Source: an optimization exercise on an open RTL-to-GDS flow (aim: small area, a short achievable clock period and few clock cycles per item). Production flows keep margins and buffers that such runs may drop. In this exercise RTL edits were held to simulation tests only and were not proved equivalent to the original.

==> flow/design.v <==
package sbpp_pkg;
  localparam int CFG_INDEX_W = 4;
  localparam int CFG_DATA_W  = 10;
  localparam int LENGTH_W    = 8;
  localparam int FACTOR_W    = 10;
  localparam int OFFSET_W    = 7;
  localparam int THRESH_SHIFT = 16;
  localparam logic [CFG_INDEX_W-1:0] REG_SECTION_LENGTH = 4'd0;
  localparam logic [CFG_INDEX_W-1:0] REG_STD_FACTOR     = 4'd1;
  localparam logic [LENGTH_W-1:0] LENGTH_RESET = 8'd128;
  localparam logic [FACTOR_W-1:0] FACTOR_RESET = 10'd256;
  typedef struct packed {
    logic [OFFSET_W-1:0] offset;
    logic                valid;
    logic                done;
  } beat_t;
endpackage
module sbpp_store #(
  parameter int DEPTH = 130,
  parameter int AW    = 8,
  parameter int DW    = 16
) (
  input  logic          clk,
  input  logic          wr_en,
  input  logic [AW-1:0] wr_addr,
  input  logic [DW-1:0] wr_data,
  input  logic          rd_en,
  input  logic [AW-1:0] rd_addr,
  output logic [DW-1:0] rd_data
);
  logic [DW-1:0] mem [DEPTH];
  always_ff @(posedge clk) begin
    if (wr_en) begin
      mem[wr_addr] <= wr_data;
    end
  end
  always_ff @(posedge clk) begin
    if (rd_en) begin
      rd_data <= mem[rd_addr];
    end
  end
endmodule
module sbpp_smul #(
  parameter int A_W = 48,
  parameter int B_W = 24,
  parameter int P_W = 68
) (
  input  logic           clk,
  input  logic           rst,
  input  logic           start,
  input  logic [A_W-1:0] a,
  input  logic [B_W-1:0] b,
  output logic [P_W-1:0] p,
  output logic           done
);
  logic           busy;
  logic [P_W-1:0] ma;
  logic [B_W-1:0] mb;
  logic [P_W-1:0] acc;
  assign p = acc;
  always_ff @(posedge clk) begin
    if (rst) begin
      busy <= 1'b0;
      done <= 1'b0;
    end else begin
      done <= 1'b0;
      if (start) begin
        ma   <= P_W'(a);
        mb   <= b;
        acc  <= '0;
        busy <= 1'b1;
      end else if (busy) begin
        if (mb == '0) begin
          busy <= 1'b0;
          done <= 1'b1;
        end else begin
          if (mb[0]) begin
            acc <= acc + ma;
          end
          ma <= ma << 1;
          mb <= mb >> 1;
        end
      end
    end
  end
endmodule
module sbpp_scan #(
  parameter int SAMPLE_BITS = 16,
  parameter int AW = 8,
  parameter int CW = 8,
  parameter int SW = 24,
  parameter int RW = 68
) (
  input  logic                          clk,
  input  logic                          rst,
  input  logic                          start,
  input  logic                          adv,
  input  logic [CW-1:0]                 n,
  input  logic signed [SW-1:0]          run_sum,
  input  logic [RW-1:0]                 thresh,
  output logic                          rd_en,
  output logic [AW-1:0]                 rd_addr,
  input  logic signed [SAMPLE_BITS-1:0] rd_data,
  output logic                          emit,
  output sbpp_pkg::beat_t               beat,
  output logic                          done
);
  localparam int OW   = sbpp_pkg::OFFSET_W;
  localparam int NCW  = SAMPLE_BITS + CW + 1;
  localparam int DMW  = SAMPLE_BITS + CW;
  localparam int D2W  = 2 * DMW;
  localparam int L2W  = (D2W > 64) ? 64 : D2W;
  localparam int LHW  = L2W + sbpp_pkg::THRESH_SHIFT;
  localparam int CMPW = (LHW > RW) ? LHW : RW;
  logic                          active;
  logic [AW-1:0]                 rd_cnt;
  logic                          v1;
  logic [AW-1:0]                 idx1;
  logic signed [SAMPLE_BITS-1:0] w0;
  logic signed [SAMPLE_BITS-1:0] w1;
  logic                          v2;
  logic                          peak2;
  logic [AW-1:0]                 off2;
  logic                          last2;
  logic signed [NCW-1:0]         nc2;
  logic                          v3;
  logic                          cand3;
  logic [AW-1:0]                 off3;
  logic                          last3;
  logic [DMW-1:0]                ad3;
  logic                          v4;
  logic                          cand4;
  logic [AW-1:0]                 off4;
  logic                          last4;
  logic [D2W-1:0]                d2_4;
  logic                          pend_valid;
  logic [AW-1:0]                 pend;
  logic                          flush;
  logic signed [NCW-1:0]         dev;
  logic                          dev_pos;
  logic [CMPW-1:0]               lhs;
  logic                          hit;
  assign rd_en   = active && adv;
  assign rd_addr = rd_cnt;
  assign dev     = nc2 - NCW'(run_sum);
  assign dev_pos = !dev[NCW-1] && (dev != '0);
  assign lhs     = CMPW'({d2_4[L2W-1:0], {sbpp_pkg::THRESH_SHIFT{1'b0}}});
  assign hit     = cand4 && (lhs > CMPW'(thresh));
  assign done    = adv && flush;
  always_comb begin
    emit = 1'b0;
    beat = '0;
    if (adv) begin
      if (flush) begin
        emit        = 1'b1;
        beat.offset = pend_valid ? OW'(pend) : '0;
        beat.valid  = pend_valid;
        beat.done   = 1'b1;
      end else if (v4 && hit && pend_valid) begin
        emit        = 1'b1;
        beat.offset = OW'(pend);
        beat.valid  = 1'b1;
        beat.done   = 1'b0;
      end
    end
  end
  always_ff @(posedge clk) begin
    if (rst) begin
      active     <= 1'b0;
      v1         <= 1'b0;
      v2         <= 1'b0;
      v3         <= 1'b0;
      v4         <= 1'b0;
      pend_valid <= 1'b0;
      flush      <= 1'b0;
    end else if (start) begin
      active     <= 1'b1;
      rd_cnt     <= '0;
      pend_valid <= 1'b0;
      flush      <= 1'b0;
    end else if (adv) begin
      if (active) begin
        rd_cnt <= rd_cnt + AW'(1);
        if (CW'(rd_cnt) == n - CW'(1)) begin
          active <= 1'b0;
        end
      end
      v1   <= active;
      idx1 <= rd_cnt;
      if (v1) begin
        w0 <= w1;
        w1 <= rd_data;
      end
      v2    <= v1 && (idx1 >= AW'(2));
      peak2 <= (w0 < w1) && (rd_data < w1);
      off2  <= idx1 - AW'(2);
      last2 <= CW'(idx1) == n - CW'(1);
      nc2   <= NCW'($signed({1'b0, n})) * NCW'(w1);
      v3    <= v2;
      cand3 <= peak2 && dev_pos;
      ad3   <= DMW'(dev);
      off3  <= off2;
      last3 <= last2;
      v4    <= v3;
      cand4 <= cand3;
      d2_4  <= D2W'(ad3) * D2W'(ad3);
      off4  <= off3;
      last4 <= last3;
      if (v4) begin
        if (hit) begin
          pend       <= off4;
          pend_valid <= 1'b1;
        end
        if (last4) begin
          flush <= 1'b1;
        end
      end
      if (flush) begin
        flush      <= 1'b0;
        pend_valid <= 1'b0;
      end
    end
  end
endmodule
module section_beat_peak_picker #(
  parameter int SECTION_MAX = 128,
  parameter int SAMPLE_BITS = 16
) (
  input  logic                                   clk,
  input  logic                                   rst,
  input  logic                                   s_tvalid,
  output logic                                   s_tready,
  input  logic [((SAMPLE_BITS + 7) / 8) * 8-1:0] s_tdata,    
  output logic                                   m_tvalid,
  input  logic                                   m_tready,
  output logic [7:0]                             m_tdata,    
  output logic                                   m_tuser,    
  output logic                                   m_tlast,    
  input  logic                                   cfg_valid,
  output logic                                   cfg_ready,
  input  logic [sbpp_pkg::CFG_INDEX_W-1:0]       cfg_index,
  input  logic [sbpp_pkg::CFG_DATA_W-1:0]        cfg_data
);
  localparam int STORE_DEPTH = SECTION_MAX + 2;
  localparam int AW  = $clog2(STORE_DEPTH);
  localparam int CW  = $clog2(STORE_DEPTH + 1);
  localparam int SW  = SAMPLE_BITS + CW;                  
  localparam int MW  = SW - 1;                            
  localparam int QW  = 2 * SAMPLE_BITS - 2 + CW;          
  localparam int VW  = 2 * SAMPLE_BITS - 2 + 2 * CW;      
  localparam int KKW = 2 * sbpp_pkg::FACTOR_W;            
  localparam int RW  = VW + KKW;                          
  localparam int MBW = (MW > KKW) ? MW : KKW;
  localparam int LW  = sbpp_pkg::LENGTH_W;
  localparam int FW  = sbpp_pkg::FACTOR_W;
  typedef enum logic [2:0] {
    ST_LOAD,
    ST_PREP,
    ST_MUL_NQ,
    ST_MUL_SS,
    ST_MUL_KV,
    ST_SCAN
  } state_t;
  state_t                        state;
  logic [LW-1:0]                 section_length;
  logic [FW-1:0]                 std_factor_q8;
  logic [AW-1:0]                 load_cnt;
  logic signed [SW-1:0]          run_sum;
  logic [QW-1:0]                 run_sq;
  logic [VW-1:0]                 var_q;
  logic [RW-1:0]                 thresh;
  logic [CW-1:0]                 len_eff;
  logic [CW-1:0]                 n_eff;
  logic signed [SAMPLE_BITS-1:0] sample;
  logic signed [2*SAMPLE_BITS-1:0] sq_term;
  logic                          s_accept;
  logic                          load_last;
  logic signed [SW-1:0]          sum_neg;
  logic [MW-1:0]                 sum_abs;
  logic [KKW-1:0]                kk;
  logic [VW-1:0]                 var_next;
  logic                          adv;
  logic                          mul_start;
  logic [VW-1:0]                 mul_a;
  logic [MBW-1:0]                mul_b;
  logic [RW-1:0]                 mul_p;
  logic                          mul_done;
  logic                          scan_start;
  logic                          rd_en;
  logic [AW-1:0]                 rd_addr;
  logic [SAMPLE_BITS-1:0]        rd_data;
  logic                          scan_emit;
  sbpp_pkg::beat_t               scan_beat;
  logic                          scan_done;
  always_comb begin
    if (section_length == '0) begin
      len_eff = CW'(1);
    end else if (int'(section_length) > SECTION_MAX) begin
      len_eff = CW'(SECTION_MAX);
    end else begin
      len_eff = CW'(section_length);
    end
  end
  assign n_eff     = len_eff + CW'(2);
  assign sample    = s_tdata[SAMPLE_BITS-1:0];
  assign sq_term   = sample * sample;
  assign s_tready  = (state == ST_LOAD);
  assign s_accept  = s_tvalid && s_tready;
  assign load_last = CW'(load_cnt) == n_eff - CW'(1);
  assign cfg_ready = 1'b1;
  assign sum_neg   = -run_sum;
  assign sum_abs   = run_sum[SW-1] ? MW'(sum_neg) : MW'(run_sum);
  assign kk        = KKW'(std_factor_q8) * KKW'(std_factor_q8);
  assign var_next  = var_q - VW'(mul_p);
  assign adv        = !m_tvalid || m_tready;
  assign scan_start = (state == ST_MUL_KV) && mul_done;
  always_comb begin
    mul_start = 1'b0;
    mul_a     = '0;
    mul_b     = '0;
    case (state)
      ST_PREP: begin
        mul_start = 1'b1;
        mul_a     = VW'(run_sq);
        mul_b     = MBW'(n_eff);
      end
      ST_MUL_NQ: begin
        mul_start = mul_done;
        mul_a     = VW'(sum_abs);
        mul_b     = MBW'(sum_abs);
      end
      ST_MUL_SS: begin
        mul_start = mul_done;
        mul_a     = var_next;
        mul_b     = MBW'(kk);
      end
      default: begin
        mul_start = 1'b0;
      end
    endcase
  end
  always_ff @(posedge clk) begin
    if (rst) begin
      state          <= ST_LOAD;
      section_length <= sbpp_pkg::LENGTH_RESET;
      std_factor_q8  <= sbpp_pkg::FACTOR_RESET;
      load_cnt       <= '0;
      run_sum        <= '0;
      run_sq         <= '0;
      m_tvalid       <= 1'b0;
    end else begin
      if (scan_emit) begin
        m_tvalid <= 1'b1;
        m_tdata  <= 8'(scan_beat.offset);
        m_tuser  <= scan_beat.valid;
        m_tlast  <= scan_beat.done;
      end else if (m_tready) begin
        m_tvalid <= 1'b0;
      end
      case (state)
        ST_LOAD: begin
          if (s_accept) begin
            run_sum <= run_sum + SW'(sample);
            run_sq  <= run_sq + QW'(sq_term[2*SAMPLE_BITS-2:0]);
            if (load_last) begin
              load_cnt <= '0;
              state    <= ST_PREP;
            end else begin
              load_cnt <= load_cnt + AW'(1);
            end
          end
        end
        ST_PREP: begin
          state <= ST_MUL_NQ;
        end
        ST_MUL_NQ: begin
          if (mul_done) begin
            var_q <= VW'(mul_p);
            state <= ST_MUL_SS;
          end
        end
        ST_MUL_SS: begin
          if (mul_done) begin
            var_q <= var_next;
            state <= ST_MUL_KV;
          end
        end
        ST_MUL_KV: begin
          if (mul_done) begin
            thresh <= mul_p;
            state  <= ST_SCAN;
          end
        end
        ST_SCAN: begin
          if (scan_done) begin
            run_sum <= '0;
            run_sq  <= '0;
            state   <= ST_LOAD;
          end
        end
        default: begin
          state <= ST_LOAD;
        end
      endcase
      if (cfg_valid && cfg_index == sbpp_pkg::REG_SECTION_LENGTH) begin
        section_length <= cfg_data[LW-1:0];
        load_cnt       <= '0;
        run_sum        <= '0;
        run_sq         <= '0;
      end
      if (cfg_valid && cfg_index == sbpp_pkg::REG_STD_FACTOR) begin
        std_factor_q8 <= cfg_data[FW-1:0];
      end
    end
  end
  sbpp_store #(
    .DEPTH (STORE_DEPTH),
    .AW    (AW),
    .DW    (SAMPLE_BITS)
  ) u_store (
    .clk     (clk),
    .wr_en   (s_accept),
    .wr_addr (load_cnt),
    .wr_data (sample),
    .rd_en   (rd_en),
    .rd_addr (rd_addr),
    .rd_data (rd_data)
  );
  sbpp_smul #(
    .A_W (VW),
    .B_W (MBW),
    .P_W (RW)
  ) u_smul (
    .clk   (clk),
    .rst   (rst),
    .start (mul_start),
    .a     (mul_a),
    .b     (mul_b),
    .p     (mul_p),
    .done  (mul_done)
  );
  sbpp_scan #(
    .SAMPLE_BITS (SAMPLE_BITS),
    .AW          (AW),
    .CW          (CW),
    .SW          (SW),
    .RW          (RW)
  ) u_scan (
    .clk     (clk),
    .rst     (rst),
    .start   (scan_start),
    .adv     (adv),
    .n       (n_eff),
    .run_sum (run_sum),
    .thresh  (thresh),
    .rd_en   (rd_en),
    .rd_addr (rd_addr),
    .rd_data (rd_data),
    .emit    (scan_emit),
    .beat    (scan_beat),
    .done    (scan_done)
  );
endmodule
==> flow/run.sh <==
#!/bin/bash
# synth_recipe.tcl (not shown) runs the flow's synth.tcl, then flattens the netlist and writes it again
# the make line also repeats each setting of config.mk as NAME=value (left out here)
make -C /OpenROAD-flow-scripts/flow DESIGN_CONFIG=/design/flow/config.mk WORK_HOME=/design/flow/orfs CLKGATE_MAP_FILE= SYNTH_SCRIPT=/design/flow/synth_recipe.tcl finish
==> flow/config.mk <==
export PLATFORM = sky130hd
export DESIGN_NAME = section_beat_peak_picker
export DESIGN_NICKNAME = section_beat_peak_picker
export VERILOG_FILES = /design/flow/design.v
export SDC_FILE = /design/flow/constraint.sdc
export NUM_CORES = 4
export LEC_CHECK = 0
export CAP_MARGIN = 20
export CORE_MARGIN = 2
export CORE_UTILIZATION = 40
export SLEW_MARGIN = 20
==> flow/constraint.sdc <==
create_clock -name core_clock -period 10.5 [get_ports {clk}]
set_input_delay 2.1000 -clock core_clock [delete_from_list [all_inputs] [get_ports {clk}]]
set_output_delay 2.1000 -clock core_clock [all_outputs]
set_load 0.01 [all_outputs]
==> results.toml <==
[placed_design]
hpwlAfterDp_um = 253300
gp_congestion = 0.8859
place_area_um2 = 150900
dp.cells = 14510
port_buffers = 45

[global_routing]
grt_pass1_wl_um = 558300
antenna_found_initial = 40
grt_pass1_vias = 85520
grt_max_degree = 134
grt_usage_pct = 20.57
grt-ovfl-total = 0

[floorplanning]
core_area_um2 = 356500
fp.dieH_um = 603.0
die-area_um2 = 363600
initial_core_util_pct = 40.26
std_cell_rows = 219
ios = 48
die_w_um = 603.0

[final_layout]
design_area_um2 = 160200
syn2layout_area_growth_pct = 11.59
final_util_pct = 44.93
drive_above_1_share_pct = 14.14
fin_cells = 15030
nFillCells = 31230
nNetsFinal = 11530

[setup_path]
critical_path_required_ps = 11270
worst_path_largest_cell_delay_ps = 570
cp-end-kind = "register"
cp-start-kind = "input port"
r2r-start = "u_scan.ad3[12]"
reg2reg_to = "u_scan.d2_4[47]"
critPathKind = "in -> reg"
cp-startpoint = "s_tdata[2]"
rr_worst_depth = 25
path_max_fanout = 32
cp_top_family = "adder cells"
path_buf_inv = 5
worstSetupEndpoint = "run_sq[37]"
path_depth = 34
critPathSlowestCell = "fa_1"
reg2reg_slack_ps = 2010
arrival_ps = 10540
crit_top_cell = "fa_1"

[routing]
dr.pass1.iters = 6
drcViolationCount = 0
wl_per_cell_um = 25.04
drtIter0Drc = 8157
vias_per_cell = 5.504
antenna_left = 0
wirelength_um = 376400
vias = 82740

[sta]
finalCritPeriodShare_pct = 93.03
fin_crit_ps = 9768
tns_ps = 0
slew_headroom_pct = 22.61
rsz0062_at_grt = "no"
hold_viol = 0
clock.fmax_ghz = 0.1024
worst_pin_slew_ps = 1161
finalMaxSlewViolations = 0
fin_skew_ps = 56.35
finalSetupViolations = 0

[clock_tree]
cts_sinks = 2651
numCtsBuffers = 286
postCtsSetupBuffers = 0
ctsHoldBuffers = 0
cts_root_buffer = "clkbuf_16"
clk_pin_slew_ps = 60
clock_latency_ps = 910
cts_tree = "built"
cts_buffer_depth = 4
htree_levels = 5
cts_resized = 0

[hold_path]
hp-class = "reg -> reg"

[synth]
synth_edf_count = 2550
synth.most_common_cell = "edfxtp_1"
synth_commonest_cells = "edfxtp_1 (2,550), inv_1 (1,263), fa_1 (799), mux4_2 (672), ha_1 (642)"
yosys_warnings = 4
synth_cell_types = 81
synth.top_cell.area_share_pct = 53.35
syn_nets = 11280
synth_area_leaders = "edfxtp_1 (53%), fa_1 (11%), mux4_2 (11%)"
ys.flop_type = "edfxtp_1"
avgSynthCellArea_um2 = 14.65
synth-seq-area-share_pct = 54.76
async_reset_ff_share_pct = 0
syn_inst = 9800
synth-seq-cells = 2651
yosysTopAreaCell = "edfxtp_1"
synth_area_um2 = 143500

[status]
run_status = "timing/DRC/antenna clean"

[job]
max_cap_violations = 0
==> cell usage in the layout, fill, tap and decap left out, types with 29 or more instances in the layout <==
cell,count
edfxtp_1,2550
o21bai_1,49
mux2i_1,36
a211oi_1,54
xnor2_1,235
inv_1,1263
buf_4,277
xor2_1,129
a31oi_1,35
clkinv_1,44
dfxtp_1,101
and2_1,270
fa_1,799
nand3_1,78
nor3_1,104
nor2b_1,67
a22oi_1,29
and3_1,29
nand4_1,47
clkbuf_1,56
clkbuf_16,298
ha_1,642
nand2b_1,49
o21ai_0,238
a21o_1,188
clkinv_2,52
a21oi_1,366
nor2_1,581
nand2_1,476
mux4_2,672
==> cell type report <==
type                       instances  area [um^2]  area share (%)
timing repair buffer             325         2700           1.686
clock inverter                   147         1478          0.9226
tap                             4751         5944           3.711
inverter                        1265         4748           2.965
clock buffer                     359         7736           4.830
multi-input combinational       5523        58940           36.80
antenna                           13        32.53         0.02031
sequential                      2651        78600           49.07
==> worst min path at each step <==
stage / startpoint / cells past startpoint / to
floorplan: u_scan.cand3 / 0 / u_scan.cand4
global placement: u_scan.off2[0] / 0 / u_scan.off3[0]
detailed placement: u_scan.off3[2] / 0 / u_scan.off4[2]
CTS: u_scan.off2[0] / 0 / u_scan.off3[0]
global route: u_scan.off2[0] / 0 / u_scan.off3[0]
finish: u_scan.off2[0] / 0 / u_scan.off3[0]
==> per-layer routing <==
layer	GRT usage (%)	vias to the layer above	wire length, um
met5	0	-	13
li1	-	36030	-
met2	33.64	2908	179700
met3	3.251	525	27130
met1	28.57	43280	158300
met4	5.595	2	11280
==> cell families (layout without fill, tap and decap cells) <==
family,after synthesis,in the layout,synth area share (%)
AO/OA/AOI/OAI,1176,1176,5.192
XOR/XNOR,365,365,2.227
adder cells (fa/ha/maj),1441,1441,16.74
buffers and inverters,1626,2096,4.260
flip-flops,2651,2651,54.76
multiplexers,714,714,10.84
other,2,15,0.005232
AND/OR/NAND/NOR,1825,1825,5.975
==> registers in the layout (all words and copies together) (netlist names), 10 cells and up <==
| register | count |
|---|---|
| u_store.mem | 2080 |
| thresh | 66 |
| u_smul.acc | 66 |
| u_smul.ma | 66 |
| u_scan.d2_4 | 47 |
| var_q | 46 |
| run_sq | 38 |
| u_scan.nc2 | 25 |
| run_sum | 24 |
| u_scan.ad3 | 24 |
| u_smul.mb | 23 |
| u_scan.w0 | 16 |
| u_scan.w1 | 16 |
| u_store.rd_data | 16 |
| std_factor_q8 | 10 |
==> through the flow <==
step	worst slack (ps)	hold slack (ps)
finish	732.1	411.8
global route	235.8	432.5
CTS	795.9	411.6
detailed placement	-125.4	410.5
global placement	-48.33	408.9
floorplan	603.6	400.3
Testbench counts, summed over its fixed seeds: cycles 39,151, sections 192.

-- port drivers added, routing unchanged --
The results above use ideal ports. As a check the final layout listed here was re-extracted and re-timed, cells and wires unchanged.
Step 1: set_driving_cell puts a clkbuf_16 on clk and a buf_2 on each other input, an assumption about the parent block.
Step 2, shift: input delay + t, output delay - t, t = (earliest + latest rising clock arrival at the registers) / 2. This alone moves slack from input paths to output paths.
Three values: ideal ports, drivers, drivers and shift; two values: the first two.
t (ns): 0.980
setup slack, ns: 0.732 / 0.659 / -0.321
worst slew at a driven data input, ns: 0.30
Met with ideal ports but missed after step 2: setup timing in this run. For this run, drivers alone change the setup slack by -0.073 ns; drivers and shift together by -1.053 ns.
